From an optimization exercise on the open Yosys and OpenROAD flow, aimed at small area, a short achievable clock period and few clock cycles; shortcuts taken in it are not production practice.
The RTL was checked by simulation tests, not by an equivalence proof against the original design.

build 72:
// trialign_top
module trialign_top (
  input  logic                                       CLK,
  input  logic                                       rst,
  input  logic                                       start_i,
  input  logic [trialign_pkg::LEN_A_BITS-1:0]         len_a_i,
  input  logic [trialign_pkg::LEN_BC_BITS-1:0]        len_b_i,
  input  logic [trialign_pkg::LEN_BC_BITS-1:0]        len_c_i,
  input  logic [trialign_pkg::SYM_BITS-1:0]           a_sym_i,
  input  logic [trialign_pkg::SYM_BITS-1:0]           b_sym_i,
  input  logic [trialign_pkg::SYM_BITS-1:0]           c_sym_i,
  input  logic                                       score_ready_i,
  output logic [trialign_pkg::A_ADDR_BITS-1:0]        a_addr_o,
  output logic [trialign_pkg::BC_ADDR_BITS-1:0]       b_addr_o,
  output logic [trialign_pkg::BC_ADDR_BITS-1:0]       c_addr_o,
  output logic                                       busy_o,
  output logic signed [trialign_pkg::SCORE_BITS-1:0]  score_o,
  output logic                                       score_valid_o
);
Size in the first run: roughly 7300 cells after synthesis, about 1100 flip-flops.
Settings: LEC_CHECK=0, CAP_MARGIN=40, CORE_MARGIN=2, CORE_UTILIZATION=30, CTS_CLUSTER_DIAMETER=100, CTS_CLUSTER_SIZE=20, PLACE_DENSITY=0.4, SLEW_MARGIN=40; clock period 24.0 ns.
standard.sh (not shown) runs the stock make flow with config.mk's settings and CLKGATE_MAP_FILE= SYNTH_SCRIPT=/design/flow/synth_recipe.tcl, a recipe that flattens the netlist after the stock synthesis.
==> flow/flow/run.sh <==
#!/bin/bash
# Layout: the standard flow, except that the port buffers are plain
# buffers (buf_2) instead of the delay cell buffer_ports picks itself, and
# that timing repair aims for 17.6 ns of setup slack at the 24 ns clock, so
# that it sizes the logic for a shorter achieved period.
set -euo pipefail
export BUFFER_PORTS_ARGS="-buffer_cell sky130_fd_sc_hd__buf_2"
export SETUP_SLACK_MARGIN=17.6
bash standard.sh > standard.log 2>&1
Build 72 finished end to end and its layout was clean on timing, DRC and antenna.
Testbench counts of build 72, summed over its fixed seeds: cycles 11,251.
> inputs changed (build 72 -> build 83)
Settings: CORE_UTILIZATION now 60, was 30; ABC_AREA now 1, previously not set; PLACE_DENSITY now 0.7, was 0.4.
==> flow/flow/run.sh <==
#!/bin/bash
# Layout: the standard flow, except that the port buffers are plain
# buffers (buf_2) instead of the delay cell buffer_ports picks itself, and
# that timing repair aims for 17.5 ns of setup slack at the 24 ns clock, so
# that it sizes the logic for a shorter achieved period.
set -euo pipefail
export BUFFER_PORTS_ARGS="-buffer_cell sky130_fd_sc_hd__buf_2"
export SETUP_SLACK_MARGIN=17.5
bash standard.sh > standard.log 2>&1
Results
Via count went up by more than 10% going from build 72 to build 83.
The run showing the greater final non-filler cell area is build 72.
Sequential share of layout area, build 72 and build 83: higher on build 83
Summary of the comparison: synthesized cell count is higher in build 83, relative to build 72.
Higher total number of cells along the worst setup path among build 72 and build 83: build 83
There was hardly any difference in worst hold slack between build 72 and build 83.
## Diff of input files: build 92 against build 83
Settings: CTS_CLUSTER_SIZE now 25, was 20; CORE_UTILIZATION now 30, was 60; PLACE_DENSITY now 0.4, was 0.7; ABC_AREA no longer set, was 1.
==> flow/flow/run.sh <==
#!/bin/bash
# Layout: the standard flow, except that the port buffers are plain
# buffers (buf_2) instead of the delay cell buffer_ports picks itself, and
# that timing repair aims for 18 ns of setup slack at the 24 ns clock, so
# that it sizes the logic for a shorter achieved period.
set -euo pipefail
export BUFFER_PORTS_ARGS="-buffer_cell sky130_fd_sc_hd__buf_2"
export SETUP_SLACK_MARGIN=18
bash standard.sh > standard.log 2>&1
--- outcome ---
Taking build 83 as the reference, in build 92 sequential portion of the cell area shrank by 2.8 points, worst setup margin now sits higher, global-route usage lower, clock skew has increased, met2 routing resource usage after global routing dropped 22 points. Re pre-CTS worst setup slack: build 92 and build 83 aren't equal, and the higher value belongs to build 92.
Here is what was changed in the inputs of build 74 compared with build 92.
Settings: changing CORE_UTILIZATION from 30 to 60; setting ABC_AREA to 1 for the first time; setting GPL_TIMING_DRIVEN to 1 for the first time; changing PLACE_DENSITY from 0.4 to 0.7; changing CTS_CLUSTER_SIZE from 25 to 20.
Build 92 reached the final stage; the timing, design-rule and antenna checks on its layout passed.
Build 74 finished end to end and its layout was clean on timing, DRC and antenna.
Going from build 92 to build 74, the fmax was found to have gone up by about 1.1%.
The combinational family with the most area after synthesis comes out compound AO/OA/AOI/OAI gates in one run and simple AND/OR/NAND/NOR gates in the other, namely in build 92 and build 74 respectively.
Against build 92, build 74 comes in about 13% lower on average wire per cell in the routed design.
Met3 usage, build 74 and build 92: lower on build 92

========
garnet:
Starting RTL as in the previous note.
export LEC_CHECK = 0
export ABC_AREA = 1
export CAP_MARGIN = 40
export CORE_MARGIN = 2
export CORE_UTILIZATION = 60
export CTS_CLUSTER_DIAMETER = 100
export CTS_CLUSTER_SIZE = 20
export PLACE_DENSITY = 0.7
export SLEW_MARGIN = 40
export TNS_END_PERCENT = 5
create_clock -name core_clock -period 24.0 [get_ports {CLK}]
==> flow/flow/run.sh <==
#!/bin/bash
# Layout: the standard flow, except that the port buffers are plain
# buffers (buf_2) instead of the delay cell buffer_ports picks itself, and
# that timing repair aims for 18 ns of setup slack at the 24 ns clock, so
# that it sizes the logic for a shorter achieved period.
set -euo pipefail
export BUFFER_PORTS_ARGS="-buffer_cell sky130_fd_sc_hd__buf_2"
export SETUP_SLACK_MARGIN=18
bash standard.sh > standard.log 2>&1
garnet completed every stage of the flow, and the final layout passed the timing, design-rule and antenna checks.
Testbench counts of garnet, summed over its fixed seeds: cycles 11,251.
## Diff of input files: tundra against garnet
- removing ABC_AREA (formerly 1)
- removing TNS_END_PERCENT (formerly 5)
### Flow results
Die area | tundra > garnet
tundra ended with every stage complete and zero timing, DRC or antenna violations.
Going from garnet to tundra, cell count lower, weighted congestion reported at the end of routability-driven placement lower, layout overhead on the synthesized area higher, length of the first detailed-routing pass in iterations lower.
Between garnet and tundra, the maximum achievable frequency does not differ in any meaningful way.
Taking garnet as the reference point, the proportion of cell area occupied by registers of tundra falls by 1.4 points.
Going from garnet to tundra, the tightest hold margin was found to have gone down by 30 ps.
Relative to tundra, the following input files were edited for fjord:
- CORE_UTILIZATION now 70, was 60
- ABC_AREA now 1, previously not set
- PLACE_DENSITY now 0.8, was 0.7
Findings:
Going from tundra to fjord, final area -4.4%; cell depth of the worst flop-to-flop path decreased 4.
fjord vs tundra: filler-free cell count of the finished design up by more than 10%
Compared with tundra, fjord shows a per-cell routed wire length that is 2.4 um lower.
Compared with tundra, in fjord total wire length after detailed routing climbed 13 mm, iteration count of the initial detailed-routing pass climbed 2, antenna diode instance count climbed 1.
Final critical path time including I/O delays and setup was higher in fjord than in tundra.
tundra → fjord: clock tree cell share of total cell area saw little to no change, sequential-to-total area share from yosys stat saw an increase.

========
== run A ==
Starting RTL as in the previous note.
// trialign_top
module trialign_top (
  input  logic                                       CLK,
  input  logic                                       rst,
  input  logic                                       start_i,
  input  logic [trialign_pkg::LEN_A_BITS-1:0]         len_a_i,
  input  logic [trialign_pkg::LEN_BC_BITS-1:0]        len_b_i,
  input  logic [trialign_pkg::LEN_BC_BITS-1:0]        len_c_i,
  input  logic [trialign_pkg::SYM_BITS-1:0]           a_sym_i,
  input  logic [trialign_pkg::SYM_BITS-1:0]           b_sym_i,
  input  logic [trialign_pkg::SYM_BITS-1:0]           c_sym_i,
  input  logic                                       score_ready_i,
  output logic [trialign_pkg::A_ADDR_BITS-1:0]        a_addr_o,
  output logic [trialign_pkg::BC_ADDR_BITS-1:0]       b_addr_o,
  output logic [trialign_pkg::BC_ADDR_BITS-1:0]       c_addr_o,
  output logic                                       busy_o,
  output logic signed [trialign_pkg::SCORE_BITS-1:0]  score_o,
  output logic                                       score_valid_o
);
==> flow/config.mk <==
export PLATFORM = sky130hd
export DESIGN_NAME = trialign_top
export DESIGN_NICKNAME = trialign_top
export VERILOG_FILES = /design/flow/design.v
export SDC_FILE = /design/flow/constraint.sdc
export NUM_CORES = 4
export LEC_CHECK = 0
export ABC_AREA = 1
export CAP_MARGIN = 40
export CORE_MARGIN = 2
export CORE_UTILIZATION = 60
export CTS_CLUSTER_DIAMETER = 100
export CTS_CLUSTER_SIZE = 20
export PLACE_DENSITY = 0.7
export SLEW_MARGIN = 40
==> flow/constraint.sdc <==
create_clock -name core_clock -period 24.0 [get_ports {CLK}]
set_input_delay 4.8000 -clock core_clock [delete_from_list [all_inputs] [get_ports {CLK}]]
set_output_delay 4.8000 -clock core_clock [all_outputs]
set_load 0.01 [all_outputs]
==> flow/flow/run.sh <==
#!/bin/bash
# Layout: the standard flow, except that the port buffers are plain
# buffers (buf_2) instead of the delay cell buffer_ports picks itself, and
# that timing repair aims for 17.9 ns of setup slack at the 24 ns clock, so
# that it sizes the logic for a shorter achieved period.
set -euo pipefail
export BUFFER_PORTS_ARGS="-buffer_cell sky130_fd_sc_hd__buf_2"
export SETUP_SLACK_MARGIN=17.9
bash standard.sh > standard.log 2>&1
Testbench counts of run A, summed over its fixed seeds: cycles 11,251.
#### Input delta (run B over run A)
==> flow/flow/run.sh <==
#!/bin/bash
# Layout: the standard flow, except that the port buffers are plain
# buffers (buf_2) instead of the delay cell buffer_ports picks itself, and
# that timing repair aims for 18 ns of setup slack at the 24 ns clock, so
# that it sizes the logic for a shorter achieved period.
set -euo pipefail
export BUFFER_PORTS_ARGS="-buffer_cell sky130_fd_sc_hd__buf_2"
export SETUP_SLACK_MARGIN=18
bash standard.sh > standard.log 2>&1
--- a/flow/config.mk
+++ b/flow/config.mk
@@ -6,10 +6,9 @@
 export NUM_CORES = 4
 export LEC_CHECK = 0
-export ABC_AREA = 1
 export CAP_MARGIN = 40
 export CORE_MARGIN = 2
-export CORE_UTILIZATION = 60
+export CORE_UTILIZATION = 30
 export CTS_CLUSTER_DIAMETER = 100
 export CTS_CLUSTER_SIZE = 20
-export PLACE_DENSITY = 0.7
+export PLACE_DENSITY = 0.4
 export SLEW_MARGIN = 40
==> summary.txt <==
Going from run A to run B, cell count shrinks by 3.6%.
Summary: with run A as the reference, number of rows in the core area in run B moved up by more than a quarter.
Run B: initial core utilization is 30 points lower than what run A reported.
Diff run A -> run B: final-stage net count fell by 1912; routing usage on met3 has decreased.
In the flow results for run B and run A, the share of synthesized area spent on multiplexers is larger on run B.
On count of antenna diodes in the layout: between run B and run A, it ends up higher for run B.
Run B vs. run A: parity-gate share of the synthesized area counting xor and xnor cells has increased; non-clock buffer area fraction after layout now sits higher.
Here is what was changed in the inputs of run C compared with run B.
--- a/flow/config.mk
+++ b/flow/config.mk
@@ -6,9 +6,10 @@
 export NUM_CORES = 4
 export LEC_CHECK = 0
+export ABC_AREA = 1
 export CAP_MARGIN = 40
 export CORE_MARGIN = 2
-export CORE_UTILIZATION = 30
+export CORE_UTILIZATION = 50
 export CTS_CLUSTER_DIAMETER = 100
 export CTS_CLUSTER_SIZE = 20
-export PLACE_DENSITY = 0.4
+export PLACE_DENSITY = 0.6
 export SLEW_MARGIN = 40
Going from run B to run C, the area of all placed cells without fillers was found to have gone down by 7.3%.
| number of cells produced by synthesis | lower: run B |
Run C ended up with sky130_fd_sc_hd__nand2_1 as its most common cell after layout, fill and taps aside; run B ended up with sky130_fd_sc_hd__dfxtp_1.
Run C vs run B, main combinational cell family by area after synthesis: simple AND/OR/NAND/NOR gates vs compound AO/OA/AOI/OAI gates
Comparing run B and run C, clock latency reported for the late side of the worst-skew pair is higher on run B.
Compared with run B, run C shows a lower minimum clock period.
Run C against run B: count of clock-buffer cells in the layout dropped 1, maximum clock rate climbed about 0.6%, share of the clock period used by the worst path dropped 0.16 points, global-route total usage across every layer climbed 12 points.
Relative to run C, the following input files were edited for run D:
--- a/flow/config.mk
+++ b/flow/config.mk
@@ -6,10 +6,8 @@
 export NUM_CORES = 4
 export LEC_CHECK = 0
-export ABC_AREA = 1
 export CAP_MARGIN = 40
 export CORE_MARGIN = 2
-export CORE_UTILIZATION = 50
-export CTS_CLUSTER_DIAMETER = 100
-export CTS_CLUSTER_SIZE = 20
-export PLACE_DENSITY = 0.6
+export CORE_UTILIZATION = 30
+export CTS_BUF_LIST = sky130_fd_sc_hd__clkbuf_4
+export PLACE_DENSITY = 0.4
 export SLEW_MARGIN = 40
Findings:
Of run D and run C, it is run D that has the higher instance area at placement. Run D ended with more ratio of final minimum period to clock period than run C. Run D vs run C — tapcell count climbed by more than half. Between run D and run C, the sequential share of layout area is higher for run C. Delta (run D minus run C): count of clock-buffer cells in the layout went up by 400%; post-synthesis to final-layout area growth moved up; number of filler instances in the final layout higher; average routed wire per standard cell has increased. Dominant combinational cell family by area after synthesis = simple AND/OR/NAND/NOR gates: run C; dominant combinational cell family by area after synthesis = compound AO/OA/AOI/OAI gates: run D. In the flow results for run D and run C, the largest net degree at the start of global routing is smaller on run D. Compared to run C, run D shows a narrower setup margin.

## re-timing with driven ports
How much do the figures lean on ideal ports? The routed layouts below were timed once more, with nothing changed but the port constraints. Step 1: set_driving_cell puts a clkbuf_16 on CLK and a buf_2 on each other input, an assumption about the parent block. Step 2 moves the port delays by t, midway between the first and last clock arrival at a register: inputs arrive t later, outputs are due t later. That takes back most of the time a late clock gives input paths. Slacks: no drivers / after step 1 / after step 2; pairs: no drivers / after step 1.
run | t (ns) | setup slack, ns | worst slew at a driven data input, ns
build 72 | 0.799 | 17.733 / 17.648 / 17.346 | 0.07
build 83 | 0.745 | 17.755 / 17.710 / 17.060 | 0.05
build 92 | 0.799 | 17.872 / 17.785 / 17.402 | 0.06
build 74 | 0.748 | 17.938 / 17.863 / 17.621 | 0.06
garnet | 0.748 | 17.936 / 17.861 / 17.422 | 0.06
tundra | 0.740 | 17.950 / 17.877 / 17.700 | 0.07
fjord | 0.739 | 17.947 / 17.874 / 17.613 | 0.06
run A | 0.752 | 17.926 / 17.853 / 17.474 | 0.05
run B | 0.818 | 17.866 / 17.777 / 17.410 | 0.06
run C | 0.775 | 17.904 / 17.824 / 17.549 | 0.05
run D | 1.349 | 17.282 / 17.203 / 17.441 | 0.07
After both steps every run listed still meets setup and hold. The setup slack of build 83, which loses most, moves by -0.045 ns with the drivers and by -0.695 ns with both steps.
